What follows belongs to an exercise in optimizing a design on an open flow for small area; a production flow would make more cautious choices.
At most, simulation tests tie the RTL to the original design; equivalence was not proved.
Power figures rest on the tool's default switching activity, not on a simulated workload.

Setup of job 7590:
Design rv_core, start of the top module:
module rv_core #(
  parameter logic [31:0] BOOT_PC = '0
) (
  input  logic        clk,
  input  logic        rst,
  output logic [31:0] imem_addr_o,
  input  logic [31:0] imem_data_i,
  output logic [31:0] trace_pc_o,
  output logic [31:0] trace_insn_o,
  output logic [1:0]  trace_status_o,
  output logic        wb_we_o,
  output logic [4:0]  wb_rd_o,
  output logic [31:0] wb_data_o
);
Size in the first run: ~50000 um^2 of cells after synthesis.
Settings: LEC_CHECK=0, ABC_AREA=0, CAP_MARGIN=20, CORE_MARGIN=2, CORE_UTILIZATION=55, CTS_BUF_LIST=sky130_fd_sc_hd__clkbuf_8, CTS_CLUSTER_SIZE=20, SLEW_MARGIN=20; clock period 6.0 ns.
run.sh (not shown) runs the stock make flow with config.mk's settings and CLKGATE_MAP_FILE= SYNTH_SCRIPT=/design/flow/synth_recipe.tcl, a recipe that flattens the netlist after the stock synthesis.
Setup changes, job 7590 to job 3245
# job 7590
export LEC_CHECK = 0
export ABC_AREA = 0
export CAP_MARGIN = 20
export CORE_MARGIN = 2
export CORE_UTILIZATION = 55
export CTS_BUF_LIST = sky130_fd_sc_hd__clkbuf_8
export CTS_CLUSTER_SIZE = 20
export SLEW_MARGIN = 20
create_clock -name core_clock -period 6.0 [get_ports {clk}]
# job 3245
export LEC_CHECK = 0
export ABC_AREA = 0
export CAP_MARGIN = 20
export CORE_MARGIN = 2
export CORE_UTILIZATION = 40
export SLEW_MARGIN = 20
create_clock -name core_clock -period 6.0 [get_ports {clk}]
==> results.txt <==
- Delta (job 3245 minus job 7590): number of standard cells in the final layout excluding fillers grew by 332; multi-input logic portion of the cell area decreased 0.41 points.
- Detailed route, job 3245 vs job 7590: via total lower for job 3245
- The part of the power in combinational logic reported for job 3245 is smaller than that of job 7590 by 0.2 points.
- Data required time of the critical path: higher on job 3245
- Met2 usage | job 3245 below job 7590
- Job 7590 → job 3245: aggregate routed wire length climbed 2.7%, first-pass GRT wire length climbed about 2.7%, hold slack climbed 0.015 ns.
- In the tables for job 3245 and job 7590, design area reads lower with job 7590.
No functional check of the RTL was part of any run of this note.

========
Another version of the RTL of rv_core (not shown whole).
Size: roughly 1200 flip-flops, roughly 170 I/O pins, ~47000 µm² of cells after synthesis.
Settings: LEC_CHECK=0, ABC_AREA=0, CAP_MARGIN=20, CORE_MARGIN=2, CORE_UTILIZATION=55, CTS_CLUSTER_DIAMETER=80, CTS_CLUSTER_SIZE=24, PLACE_DENSITY=0.72, SLEW_MARGIN=20; clock period 6.0 ns.
The first run finished clean.
Then changed:
==> flow/flow/run.sh (new file) <==
#!/bin/bash
# The standard layout (standard.sh, with config.mk's settings) with two
# changes: the port buffers are buf_2 cells rather than the cell buffer_ports
# picks by default, and clock tree synthesis adds no dummy loads (its
# clustering settings match config.mk's). make's output goes to standard.log;
# each tool's own log is under orfs/logs/.
set -euo pipefail
export BUFFER_PORTS_ARGS="-buffer_cell sky130_fd_sc_hd__buf_2"
export CTS_ARGS="-sink_clustering_enable -repair_clock_nets -dont_use_dummy_load -sink_clustering_size 24 -sink_clustering_max_diameter 80"
bash standard.sh finish > standard.log 2>&1
==> flow/standard.sh (new file) <==
#!/bin/bash
# synth_recipe.tcl (not shown) runs the flow's synth.tcl, then flattens the netlist and writes it again
# the make line also repeats each setting of config.mk as NAME=value (left out here)
make -C /OpenROAD-flow-scripts/flow DESIGN_CONFIG=/design/flow/config.mk WORK_HOME=/design/flow/orfs CLKGATE_MAP_FILE= SYNTH_SCRIPT=/design/flow/synth_recipe.tcl "${@:-finish}"
PLACE_DENSITY = default   (was 0.72)
removed: flow/run.sh
- routed wire length is lower by 0.83%
- power is lower by about 3%
- design area is lower by 1.7%
- fmax stays flat
- final cell count is lower by 0.50%
- sequential cell count does not change
- die area does not change
- utilization is lower by 1.1 points
- synthesized cell count does not change
- worst setup slack loses 0.0058 ns
Then changed:
PLACE_DENSITY = 0.72   (was default)
Effect: Wire length went up by 1.6%. Setup slack is better by 0.11 ns. Sequential share of layout area stays flat. Global-route usage rose by 0.77 points. Combinational power climbs by about 5%. Hold slack loses 0.026 ns. Clock power came out higher by about 2%. Synthesized area does not change. Cell count stays flat. Total power increases by 1.2%. Die area stays the same.

========
rv_core, a different RTL version from the one above (not shown whole).
Size: ~3400 cells after synthesis, about 1200 flip-flops, about 170 I/O pins, roughly 49000 um2 of cells after synthesis.
==> flow/config.mk <==
export PLATFORM = sky130hd
export DESIGN_NAME = rv_core
export DESIGN_NICKNAME = rv_core
export VERILOG_FILES = /design/flow/design.v
export SDC_FILE = /design/flow/constraint.sdc
export NUM_CORES = 4
export LEC_CHECK = 0
export ABC_AREA = 0
export CAP_MARGIN = 20
export CORE_MARGIN = 2
export CORE_UTILIZATION = 55
export CTS_CLUSTER_DIAMETER = 80
export CTS_CLUSTER_SIZE = 24
export SLEW_MARGIN = 20
==> flow/constraint.sdc <==
create_clock -name core_clock -period 6.0 [get_ports {clk}]
set_input_delay 1.2000 -clock core_clock [delete_from_list [all_inputs] [get_ports {clk}]]
set_output_delay 1.2000 -clock core_clock [all_outputs]
set_load 0.01 [all_outputs]
Stock flow here: none of the scripts above is used.
Next try:
==> flow/flow/run.sh (new file) <==
#!/bin/bash
# The standard layout (standard.sh, with config.mk's settings) with two
# changes: the port buffers are buf_2 cells rather than the cell buffer_ports
# picks by default, and clock tree synthesis adds no dummy loads (its
# clustering settings match config.mk's). make's output goes to standard.log;
# each tool's own log is under orfs/logs/.
set -euo pipefail
export BUFFER_PORTS_ARGS="-buffer_cell sky130_fd_sc_hd__buf_2"
export CTS_ARGS="-sink_clustering_enable -repair_clock_nets -dont_use_dummy_load -sink_clustering_size 24 -sink_clustering_max_diameter 80"
bash standard.sh finish > standard.log 2>&1
==> flow/standard.sh (new file) <==
#!/bin/bash
# synth_recipe.tcl (not shown) runs the flow's synth.tcl, then flattens the netlist and writes it again
# the make line also repeats each setting of config.mk as NAME=value (left out here)
make -C /OpenROAD-flow-scripts/flow DESIGN_CONFIG=/design/flow/config.mk WORK_HOME=/design/flow/orfs CLKGATE_MAP_FILE= SYNTH_SCRIPT=/design/flow/synth_recipe.tcl "${@:-finish}"
removed: flow/run.sh
The new run ran to the end with no violations.
Final cell count went down by 0.98%.
Wire length went up by 0.74%.
Critical path depth rose by 1.
Die area is unchanged.
Final area shrinks by 1.9%.
Power came out lower by 1.3%.
Worst setup slack is better by 0.43 ns.
Next try:
--- a/flow/config.mk
+++ b/flow/config.mk
@@ -12,3 +12,4 @@
 export CTS_CLUSTER_DIAMETER = 80
 export CTS_CLUSTER_SIZE = 24
+export PLACE_DENSITY = 0.72
 export SLEW_MARGIN = 20
Outcome:
- via count is lower by 0.73%
- die area stays the same
- worst setup slack gets worse by 0.084 ns
- wire length is lower by 6.8%
- area after synthesis stays the same
- cell count is lower by 0.68%
- sequential share of layout area is higher by 0.49 points
- non-clock buffer count is lower by 25

========
== P ==
Another version of the RTL of rv_core (not shown whole).
Size: ~1200 flip-flops, ~170 I/O pins, roughly 49000 um2 of cells after synthesis.
## rv_core
module rv_core #(
  parameter logic [31:0] BOOT_PC = '0
) (
  input  logic        clk,
  input  logic        rst,
  output logic [31:0] imem_addr_o,
  input  logic [31:0] imem_data_i,
  output logic [31:0] trace_pc_o,
  output logic [31:0] trace_insn_o,
  output logic [1:0]  trace_status_o,
  output logic        wb_we_o,
  output logic [4:0]  wb_rd_o,
  output logic [31:0] wb_data_o
);
Settings: LEC_CHECK=0, ABC_AREA=0, CAP_MARGIN=0, CORE_MARGIN=2, CORE_UTILIZATION=55, CTS_CLUSTER_DIAMETER=80, CTS_CLUSTER_SIZE=24, SLEW_MARGIN=0; clock period 6.0 ns.
Stock flow here: none of the scripts above is used.
[flow] P | stages: complete | final checks: fail | reason: max-capacitance violations, max-slew violations
Modified inputs, Q compared to P
Settings: changing SLEW_MARGIN from 0 to 20; changing CAP_MARGIN from 0 to 20.
==> flow/flow/run.sh (new file) <==
#!/bin/bash
# The standard layout (standard.sh, with config.mk's settings) with two
# changes: the port buffers are buf_2 cells rather than the cell buffer_ports
# picks by default, and clock tree synthesis adds no dummy loads (its
# clustering settings match config.mk's). make's output goes to standard.log;
# each tool's own log is under orfs/logs/.
set -euo pipefail
export BUFFER_PORTS_ARGS="-buffer_cell sky130_fd_sc_hd__buf_2"
export CTS_ARGS="-sink_clustering_enable -repair_clock_nets -dont_use_dummy_load -sink_clustering_size 24 -sink_clustering_max_diameter 80"
bash standard.sh finish > standard.log 2>&1
==> flow/standard.sh (new file) <==
#!/bin/bash
# synth_recipe.tcl (not shown) runs the flow's synth.tcl, then flattens the netlist and writes it again
# the make line also repeats each setting of config.mk as NAME=value (left out here)
make -C /OpenROAD-flow-scripts/flow DESIGN_CONFIG=/design/flow/config.mk WORK_HOME=/design/flow/orfs CLKGATE_MAP_FILE= SYNTH_SCRIPT=/design/flow/synth_recipe.tcl "${@:-finish}"
removed: flow/run.sh
Q: no failed stages, no open violations at the end. In Q the wire length of the first global-routing pass turned out 1.7% higher than in P. Compared to P, Q has number of cells in the finished layout apart from fillers 0.98% lower. Per the comparison of Q with P, global-route usage +0.86 points; footprint of the multi-input gates went up by 91 um2; setup TNS after final layout about even; net switching power down about 3%; count of clock-buffer cells in the layout -about 30%.
Function was not checked in any run of this note: the RTL went through the layout flow alone.

port drivers added, routing unchanged:
The results above use ideal ports. As a check the final layouts listed here were re-extracted and re-timed, cells and wires unchanged. Step 1 sets driving cells, clkbuf_16 on the clock port and buf_2 on the other inputs (assumed; they add their load-dependent delay and slew). Step 2, shift: input delay + t, output delay - t, t = (earliest + latest rising clock arrival at the registers) / 2. This alone moves slack from input paths to output paths. Three values: no drivers, after step 1, after step 2; two values: the first two.
run	shift t [ns]	slack for setup (ns)	latest minus earliest clock arrival (ns)	slew at the worst register clock pin (ns)	pins driven straight from the clock port
job 7590	0.950	0.222 / 0.152 / 0.296	0.098 / 0.099	0.08 / 0.08	1
job 3245	0.788	0.196 / 0.196 / 0.196	0.064 / 0.064	0.07 / 0.07	1
the first run of note 2	0.766	0.151 / 0.151 / 0.151	0.065 / 0.064	0.10 / 0.10	1
the second run of note 2	0.705	0.146 / 0.146 / 0.146	0.144 / 0.144	0.10 / 0.10	1
the third run of note 2	0.726	0.255 / 0.255 / 0.255	0.156 / 0.156	0.10 / 0.10	1
the first run of note 3	0.766	0.969 / 0.901 / 1.236	0.098 / 0.099	0.10 / 0.10	1
the second run of note 3	0.696	1.396 / 1.396 / 1.396	0.127 / 0.127	0.10 / 0.10	1
the third run of note 3	0.732	1.312 / 1.312 / 1.312	0.161 / 0.161	0.10 / 0.10	1
P	0.781	0.611 / 0.611 / 0.611	0.066 / 0.067	0.10 / 0.10	1
Q	0.727	0.977 / 0.977 / 0.977	0.098 / 0.099	0.10 / 0.10	1
